From an optimization exercise on the open Yosys and OpenROAD flow, aimed at small area; shortcuts taken in it are not production practice. The RTL was checked by simulation tests, not by an equivalence proof against the original design. The flow treats the clock pin as an ideal source, which a real chip does not have.

==> build 36 <==
==> flow/design.v <==
`timescale 1ns/1ps
`default_nettype none
module jtag_dbg_top (
    input  logic tck,
    input  logic state_test_logic_reset,
    input  logic tms,
    input  logic tdi,
    output logic tdo
);
    localparam logic [3:0] EXIT2_DR = 4'h0, EXIT1_DR = 4'h1, SHIFT_DR = 4'h2, PAUSE_DR = 4'h3,
                           SEL_IR = 4'h4, UPDATE_DR = 4'h5, CAPTURE_DR = 4'h6, SEL_DR = 4'h7,
                           EXIT2_IR = 4'h8, EXIT1_IR = 4'h9, SHIFT_IR = 4'hA, PAUSE_IR = 4'hB,
                           RTI = 4'hC, UPDATE_IR = 4'hD, CAPTURE_IR = 4'hE, TLR = 4'hF;
    localparam logic [35:0] DBG_PORT_ID = 36'h0_1D0C_DB61;
    logic       rst;
    logic [3:0] st;
    logic [3:0] st_nx;
    logic       tap_rst;
    assign rst     = state_test_logic_reset;
    assign tap_rst = rst || (st == TLR);
    always_comb begin
        case (st)
            TLR:        st_nx = tms ? TLR : RTI;
            RTI:        st_nx = tms ? SEL_DR : RTI;
            SEL_DR:     st_nx = tms ? SEL_IR : CAPTURE_DR;
            CAPTURE_DR: st_nx = tms ? EXIT1_DR : SHIFT_DR;
            SHIFT_DR:   st_nx = tms ? EXIT1_DR : SHIFT_DR;
            EXIT1_DR:   st_nx = tms ? UPDATE_DR : PAUSE_DR;
            PAUSE_DR:   st_nx = tms ? EXIT2_DR : PAUSE_DR;
            EXIT2_DR:   st_nx = tms ? UPDATE_DR : SHIFT_DR;
            UPDATE_DR:  st_nx = tms ? SEL_DR : RTI;
            SEL_IR:     st_nx = tms ? TLR : CAPTURE_IR;
            CAPTURE_IR: st_nx = tms ? EXIT1_IR : SHIFT_IR;
            SHIFT_IR:   st_nx = tms ? EXIT1_IR : SHIFT_IR;
            EXIT1_IR:   st_nx = tms ? UPDATE_IR : PAUSE_IR;
            PAUSE_IR:   st_nx = tms ? EXIT2_IR : PAUSE_IR;
            EXIT2_IR:   st_nx = tms ? UPDATE_IR : SHIFT_IR;
            default:    st_nx = tms ? SEL_DR : RTI;  
        endcase
    end
    always_ff @(posedge tck) begin
        if (rst) st <= TLR;
        else     st <= st_nx;
    end
    logic cap_any, shift_any, cap_ir, shift_ir, shift_dr, upd_dr;
    assign cap_any   = (st[2:0] == 3'b110);  
    assign shift_any = (st[2:0] == 3'b010);  
    assign cap_ir    = (st == CAPTURE_IR);
    assign shift_ir  = (st == SHIFT_IR);
    assign shift_dr  = (st == SHIFT_DR);
    assign upd_dr    = (st == UPDATE_DR);
    logic ir_j;  
    logic ir_c;  
    logic [35:0] sr;  
    always_ff @(posedge tck) begin
        if (tap_rst) begin
            ir_j <= 1'b1;
            ir_c <= 1'b0;
        end else if (st == UPDATE_IR) begin
            ir_j <= (sr[3:0] == 4'b1010);
            ir_c <= (sr[3:0] == 4'b1011);
        end
    end
    logic [31:0] sel_q;    
    logic        sel_z;
    logic [31:0] taddr_q;  
    logic        taddr_z;
    logic [31:0] res_q;    
    logic        res_z;
    logic        fault;    
    logic [1:0]  bcnt;     
    logic        bwr;      
    logic        busy;
    assign busy = (bcnt != 2'd0);
    logic [35:0] cap_v;
    always_comb begin
        if (ir_j) begin
            cap_v = DBG_PORT_ID;
        end else begin
            cap_v[35:4] = (busy || res_z) ? 32'h0 : res_q;
            cap_v[3:0]  = busy ? 4'b0001 : (fault ? 4'b0100 : 4'b0010);
        end
    end
    logic ir_dr;  
    assign ir_dr = ir_j || ir_c;
    always_ff @(posedge tck) begin
        if (cap_any) begin
            sr[35:4] <= cap_v[35:4];
        end else if (shift_any) begin
            sr[35:4] <= {tdi, sr[35:5]};
        end
        if (cap_ir) begin
            sr[3:1] <= 3'b000;
        end else if (cap_any) begin
            sr[3:1] <= cap_v[3:1];
        end else if (shift_ir) begin
            sr[3:1] <= {tdi, sr[3:2]};
        end else if (shift_dr) begin
            sr[3:1] <= sr[4:2];
        end
        if (cap_ir) begin
            sr[0] <= 1'b1;
        end else if (cap_any) begin
            sr[0] <= ir_dr ? cap_v[0] : 1'b0;
        end else if (shift_any) begin
            sr[0] <= (shift_dr && !ir_dr) ? tdi : sr[1];
        end
    end
    assign tdo = shift_any ? sr[0] : 1'b0;
    logic [31:0] rq_data;
    logic [2:0]  rq_op;
    logic        rq_wr;
    logic        cdp_upd;
    logic        sel_fault;
    logic        dtr_go;
    assign rq_data   = sr[35:4];
    assign rq_op     = sr[3:1];
    assign rq_wr     = sr[0];
    assign cdp_upd   = ir_c && upd_dr;
    assign sel_fault = !sel_z && (sel_q[31:1] != 31'h0);
    assign dtr_go    = cdp_upd && (rq_op == 3'd2) && !sel_fault;
    logic [5:0] widx;
    assign widx = {sel_q[0] && !sel_z, taddr_z ? 5'h0 : taddr_q[4:0]};
    logic [5:0]        ph;
    logic [63:0][31:0] ring;
    logic [1:0]        clr_cnt;  
    logic              clr;
    logic              wr_now;   
    logic              rd_now;   
    logic              rq_dtr_wr;
    logic [5:0]        ins_pos;
    logic [5:0]        rd_pos;
    logic [31:0]       wbus;
    logic [31:0]       tap_e;    
    logic [31:0]       tap_o;    
    logic [31:0]       tap;
    logic              rd_hit;
    logic [15:0]       ins;      
    logic [15:0]       hold_n;   
    logic [15:0]       keep;     
    always_ff @(posedge tck) begin
        ph <= ph + 6'd1;
    end
    assign clr       = rst || (clr_cnt != 2'd0);
    assign rq_dtr_wr = ir_c && rq_op == 3'd2 && rq_wr && !sel_fault;
    assign wr_now    = (rq_dtr_wr && (((st == EXIT1_DR || st == EXIT2_DR) && tms) || st == UPDATE_DR))
                    || (bwr && bcnt[1]);
    assign rd_now    = (ir_c && !st[3] && st != SEL_IR && st != SEL_DR) || (busy && !bwr);
    assign ins_pos   = widx + ph + 6'd1;
    assign rd_pos    = widx + ph;
    assign wbus      = rq_data;
    always_comb begin
        for (int k = 0; k < 16; k++) begin
            ins[k]    = !clr && wr_now && ins_pos == 6'(4 * k);
            hold_n[k] = ins[k] || clr;
            keep[k]   = !ins[k] && !clr;
        end
    end
    always_ff @(posedge tck) begin
        for (int p = 0; p < 64; p++) begin
            if (p % 8 == 0) begin
                ring[p] <= ~((ring[(p + 63) % 64] | {32{hold_n[p / 4]}}) & (~wbus | {32{!ins[p / 4]}}));
            end else if (p % 8 == 4) begin
                ring[p] <= ~((ring[p - 1] & {32{keep[p / 4]}}) | (wbus & {32{ins[p / 4]}}));
            end else begin
                ring[p] <= ring[p - 1];
            end
        end
    end
    always_comb begin
        tap_e  = '0;
        tap_o  = '0;
        rd_hit = 1'b0;
        for (int p = 0; p < 64; p += 6) begin
            if (rd_pos == 6'(p)) begin
                rd_hit = 1'b1;
                if ((p / 4) % 2 == 0) tap_e = ring[p];
                else                  tap_o = ring[p];
            end
        end
        tap = (rd_pos == 6'd6 || rd_pos == 6'd12 || rd_pos == 6'd30 || rd_pos == 6'd36 ||
               rd_pos == 6'd54 || rd_pos == 6'd60) ? ~tap_o : tap_e;
    end
    always_ff @(posedge tck) begin
        if (rst) clr_cnt <= 2'd3;
        else if (clr_cnt != 2'd0) clr_cnt <= clr_cnt - 2'd1;
    end
    always_ff @(posedge tck) begin
        if (cdp_upd && rq_op == 3'd0 && rq_wr) sel_q <= rq_data;
        if (cdp_upd && rq_op == 3'd1 && rq_wr) taddr_q <= rq_data;
    end
    always_ff @(posedge tck) begin
        if (tap_rst) begin
            sel_z   <= 1'b1;
            taddr_z <= 1'b1;
        end else begin
            if (cdp_upd && rq_op == 3'd0 && rq_wr) sel_z <= 1'b0;
            if (cdp_upd && rq_op == 3'd1 && rq_wr) taddr_z <= 1'b0;
        end
    end
    always_ff @(posedge tck) begin
        if (cdp_upd && rq_op[2:1] == 2'b00) begin
            res_q <= rq_wr ? rq_data : (rq_op[0] ? taddr_q : sel_q);
        end else if (cdp_upd && rq_dtr_wr) begin
            res_q <= rq_data;
        end else if (rd_now && rd_hit) begin
            res_q <= tap;
        end
    end
    always_ff @(posedge tck) begin
        if (tap_rst) begin
            res_z <= 1'b1;
            fault <= 1'b0;
            bcnt  <= 2'd0;
        end else begin
            if (busy) bcnt <= bcnt - 2'd1;
            if (cdp_upd) begin
                case (rq_op)
                    3'd0: begin
                        res_z <= rq_wr ? 1'b0 : sel_z;
                        fault <= 1'b0;
                    end
                    3'd1: begin
                        res_z <= rq_wr ? 1'b0 : taddr_z;
                        fault <= 1'b0;
                    end
                    3'd2: begin
                        if (sel_fault) begin
                            res_z <= 1'b1;
                            fault <= 1'b1;
                        end else begin
                            res_z <= 1'b0;
                            fault <= 1'b0;
                            bcnt  <= 2'd3;
                        end
                    end
                    default: begin
                        res_z <= 1'b1;
                        fault <= 1'b1;
                    end
                endcase
            end
        end
    end
    always_ff @(posedge tck) begin
        if (dtr_go) bwr <= rq_wr;
    end
endmodule
`default_nettype wire
==> flow/flow/run.sh <==
#!/bin/bash
# Own layout flow: the standard layout (standard.sh), with two changes:
#  - synthesis maps logic with flow/abc_area.script, an area-oriented ABC script
#    (the rest of synth_recipe.tcl, flip-flop mapping included, is unchanged);
#  - clock tree synthesis builds larger sink clusters and inserts no dummy loads.
set -euo pipefail
here=$(pwd)
{
  head -n 1 synth_recipe.tcl
  echo "proc abc {args} { set i [lsearch \$args -script]; yosys abc {*}[lreplace \$args \$i [expr {\$i + 1}] -script $here/flow/abc_area.script] }"
  tail -n +2 synth_recipe.tcl
} > own_synth.tcl
export CTS_ARGS="-sink_clustering_enable -repair_clock_nets -sink_clustering_size 30 -sink_clustering_max_diameter 80 -dont_use_dummy_load"
bash standard.sh SYNTH_SCRIPT=$here/own_synth.tcl finish > flow_make.log 2>&1
==> flow/flow/abc_area.script <==
strash
ifraig
scorr
dc2
strash
&get -n
&dch -f
&nf -R 1000 -p
&put
==> flow/standard.sh <==
#!/bin/bash
# synth_recipe.tcl (not shown) runs the flow's synth.tcl, then flattens the netlist and writes it again
# the make line also repeats each setting of config.mk as NAME=value (left out here)
make -C /OpenROAD-flow-scripts/flow DESIGN_CONFIG=/design/flow/config.mk WORK_HOME=/design/flow/orfs CLKGATE_MAP_FILE= SYNTH_SCRIPT=/design/flow/synth_recipe.tcl "${@:-finish}"
==> flow/config.mk <==
export PLATFORM = sky130hd
export DESIGN_NAME = jtag_dbg_top
export DESIGN_NICKNAME = jtag_dbg_top
export VERILOG_FILES = /design/flow/design.v
export SDC_FILE = /design/flow/constraint.sdc
export NUM_CORES = 4
export LEC_CHECK = 0
export CAP_MARGIN = 20
export CORE_MARGIN = 2
export CORE_UTILIZATION = 40
export SLEW_MARGIN = 20
==> flow/constraint.sdc <==
create_clock -name core_clock -period 10.0 [get_ports {tck}]
set_input_delay 2.0000 -clock core_clock [delete_from_list [all_inputs] [get_ports {tck}]]
set_output_delay 2.0000 -clock core_clock [all_outputs]
set_load 0.01 [all_outputs]
==> trial 93: changes against build 36 <==
--- a/flow/flow/run.sh
+++ b/flow/flow/run.sh
@@ -11,4 +11,4 @@
   tail -n +2 synth_recipe.tcl
 } > own_synth.tcl
-export CTS_ARGS="-sink_clustering_enable -repair_clock_nets -sink_clustering_size 30 -sink_clustering_max_diameter 80 -dont_use_dummy_load"
+export CTS_ARGS="-sink_clustering_enable -repair_clock_nets -sink_clustering_size 26 -sink_clustering_max_diameter 70 -dont_use_dummy_load"
 bash standard.sh SYNTH_SCRIPT=$here/own_synth.tcl finish > flow_make.log 2>&1
==> flow/flow/abc_area.script (replaced) <==
strash
ifraig
scorr
dc2
balance
rewrite
refactor
balance
rewrite -z
refactor -z
strash
dch -f
map -a
==> trial 82: changes against build 36 <==
--- a/flow/design.v
+++ b/flow/design.v
@@ -84,10 +84,13 @@
     logic ir_dr;  
     assign ir_dr = ir_j || ir_c;
-    always_ff @(posedge tck) begin
-        if (cap_any) begin
-            sr[35:4] <= cap_v[35:4];
-        end else if (shift_any) begin
-            sr[35:4] <= {tdi, sr[35:5]};
-        end
+    logic        sr_sh;
+    logic        sr_hd;
+    logic [31:0] sr_hi_d;
+    assign sr_sh   = shift_any && !cap_any;
+    assign sr_hd   = !shift_any && !cap_any;
+    assign sr_hi_d = ({32{cap_any}} & cap_v[35:4]) | ({32{sr_sh}} & {tdi, sr[35:5]})
+                   | ({32{sr_hd}} & sr[35:4]);
+    always_ff @(posedge tck) begin
+        sr[35:4] <= sr_hi_d;
         if (cap_ir) begin
             sr[3:1] <= 3'b000;
@@ -132,13 +135,11 @@
     logic [5:0]        rd_pos;
     logic [31:0]       wbus;
-    logic [31:0]       tap_e;    
-    logic [31:0]       tap_o;    
-    logic [31:0]       tap;
-    logic              rd_hit;
+    logic [31:0]       wbus_c;   
     logic [15:0]       ins;      
     logic [15:0]       hold_n;   
     logic [15:0]       keep;     
     always_ff @(posedge tck) begin
-        ph <= ph + 6'd1;
+        if (rst) ph <= 6'd0;
+        else     ph <= ph + 6'd1;
     end
     assign clr       = rst || (clr_cnt != 2'd0);
@@ -146,8 +147,9 @@
     assign wr_now    = (rq_dtr_wr && (((st == EXIT1_DR || st == EXIT2_DR) && tms) || st == UPDATE_DR))
                     || (bwr && bcnt[1]);
-    assign rd_now    = (ir_c && !st[3] && st != SEL_IR && st != SEL_DR) || (busy && !bwr);
+    assign rd_now    = !clr && ((ir_c && !st[3] && st != SEL_IR && st != SEL_DR) || res_z || (busy && !bwr));
     assign ins_pos   = widx + ph + 6'd1;
     assign rd_pos    = widx + ph;
     assign wbus      = rq_data;
+    assign wbus_c    = clr ? 32'h0 : rq_data;
     always_comb begin
         for (int k = 0; k < 16; k++) begin
@@ -162,23 +164,9 @@
                 ring[p] <= ~((ring[(p + 63) % 64] | {32{hold_n[p / 4]}}) & (~wbus | {32{!ins[p / 4]}}));
             end else if (p % 8 == 4) begin
-                ring[p] <= ~((ring[p - 1] & {32{keep[p / 4]}}) | (wbus & {32{ins[p / 4]}}));
+                ring[p] <= ~((ring[p - 1] | {32{ins[p / 4]}}) & (wbus_c | {32{keep[p / 4]}}));
             end else begin
                 ring[p] <= ring[p - 1];
             end
         end
-    end
-    always_comb begin
-        tap_e  = '0;
-        tap_o  = '0;
-        rd_hit = 1'b0;
-        for (int p = 0; p < 64; p += 6) begin
-            if (rd_pos == 6'(p)) begin
-                rd_hit = 1'b1;
-                if ((p / 4) % 2 == 0) tap_e = ring[p];
-                else                  tap_o = ring[p];
-            end
-        end
-        tap = (rd_pos == 6'd6 || rd_pos == 6'd12 || rd_pos == 6'd30 || rd_pos == 6'd36 ||
-               rd_pos == 6'd54 || rd_pos == 6'd60) ? ~tap_o : tap_e;
     end
     always_ff @(posedge tck) begin
@@ -199,12 +187,23 @@
         end
     end
-    always_ff @(posedge tck) begin
-        if (cdp_upd && rq_op[2:1] == 2'b00) begin
-            res_q <= rq_wr ? rq_data : (rq_op[0] ? taddr_q : sel_q);
-        end else if (cdp_upd && rq_dtr_wr) begin
-            res_q <= rq_data;
-        end else if (rd_now && rd_hit) begin
-            res_q <= tap;
-        end
+    logic        ld_data, ld_sel, ld_taddr, ld_upd;
+    logic [7:0]  ld_tap;
+    logic [31:0] res_d;
+    assign ld_data  = cdp_upd && ((rq_op[2:1] == 2'b00 && rq_wr) || rq_dtr_wr);
+    assign ld_sel   = cdp_upd && rq_op == 3'd0 && !rq_wr;
+    assign ld_taddr = cdp_upd && rq_op == 3'd1 && !rq_wr;
+    assign ld_upd   = ld_data || ld_sel || ld_taddr;
+    always_comb begin
+        for (int i = 0; i < 8; i++) begin
+            ld_tap[i] = rd_now && !ld_upd && rd_pos == 6'(8 * i);
+        end
+        res_d = ({32{ld_data}} & rq_data) | ({32{ld_sel}} & sel_q) | ({32{ld_taddr}} & taddr_q)
+              | ({32{!ld_upd && !(|ld_tap)}} & res_q);
+        for (int i = 0; i < 8; i++) begin
+            res_d = res_d | ({32{ld_tap[i]}} & ring[8 * i]);
+        end
+    end
+    always_ff @(posedge tck) begin
+        res_q <= res_d;
     end
     always_ff @(posedge tck) begin
--- a/flow/flow/run.sh
+++ b/flow/flow/run.sh
@@ -11,4 +11,4 @@
   tail -n +2 synth_recipe.tcl
 } > own_synth.tcl
-export CTS_ARGS="-sink_clustering_enable -repair_clock_nets -sink_clustering_size 30 -sink_clustering_max_diameter 80 -dont_use_dummy_load"
+export CTS_ARGS="-sink_clustering_enable -repair_clock_nets -sink_clustering_size 30 -sink_clustering_max_diameter 70 -dont_use_dummy_load"
 bash standard.sh SYNTH_SCRIPT=$here/own_synth.tcl finish > flow_make.log 2>&1
==> flow/flow/abc_area.script (replaced) <==
strash
ifraig
scorr
dc2
balance
rewrite
refactor
balance
rewrite -z
refactor -z
strash
dch -f
map -a
Settings changed: CORE_UTILIZATION 40 to 70, PLACE_DENSITY from default to 0.8.
==> comparison <==
Synthesized area: build 36 > trial 93 > trial 82. Core utilization, highest first: trial 82, build 36, trial 93. In trial 82 the die area is smaller than in build 36, by about 45%. Routed wire length: trial 93 > build 36 > trial 82.

==> re-timing with driven ports <==
No port has a modelled driver above. Below, the same layouts with a new extraction and two added sets of constraints. Step 1 (the two cells are an assumption about what drives the block):
set clk [get_ports {tck}]
set_driving_cell -lib_cell sky130_fd_sc_hd__clkbuf_16 $clk
set_driving_cell -lib_cell sky130_fd_sc_hd__buf_2 [delete_from_list [all_inputs] $clk]
Step 2 moves the port delays by t, midway between the first and last clock arrival at a register: inputs arrive t later, outputs are due t later. That takes back most of the time a late clock gives input paths. Three values: no drivers, after step 1, after step 2; two values: the first two.
run | t, ns | slack for setup (ns) | hold WS [ns] | worst setup path after step 2 | worst data-port slew with drivers (ns)
build 36 | 0.744 | 4.617 / 4.617 / 3.981 | 0.257 / 0.257 / 0.257 | input to register | 0.03
trial 93 | 0.744 | 2.956 / 3.003 / 2.259 | 0.288 / 0.288 / 0.288 | input to register | 0.07
trial 82 | 0.720 | 3.193 / 3.121 / 3.427 | 0.298 / 0.298 / 0.298 | input to register | 0.03
After both steps every run listed still meets setup and hold. The setup slack of trial 93, which loses most, moves by +0.047 ns with the drivers and by -0.697 ns with both steps.
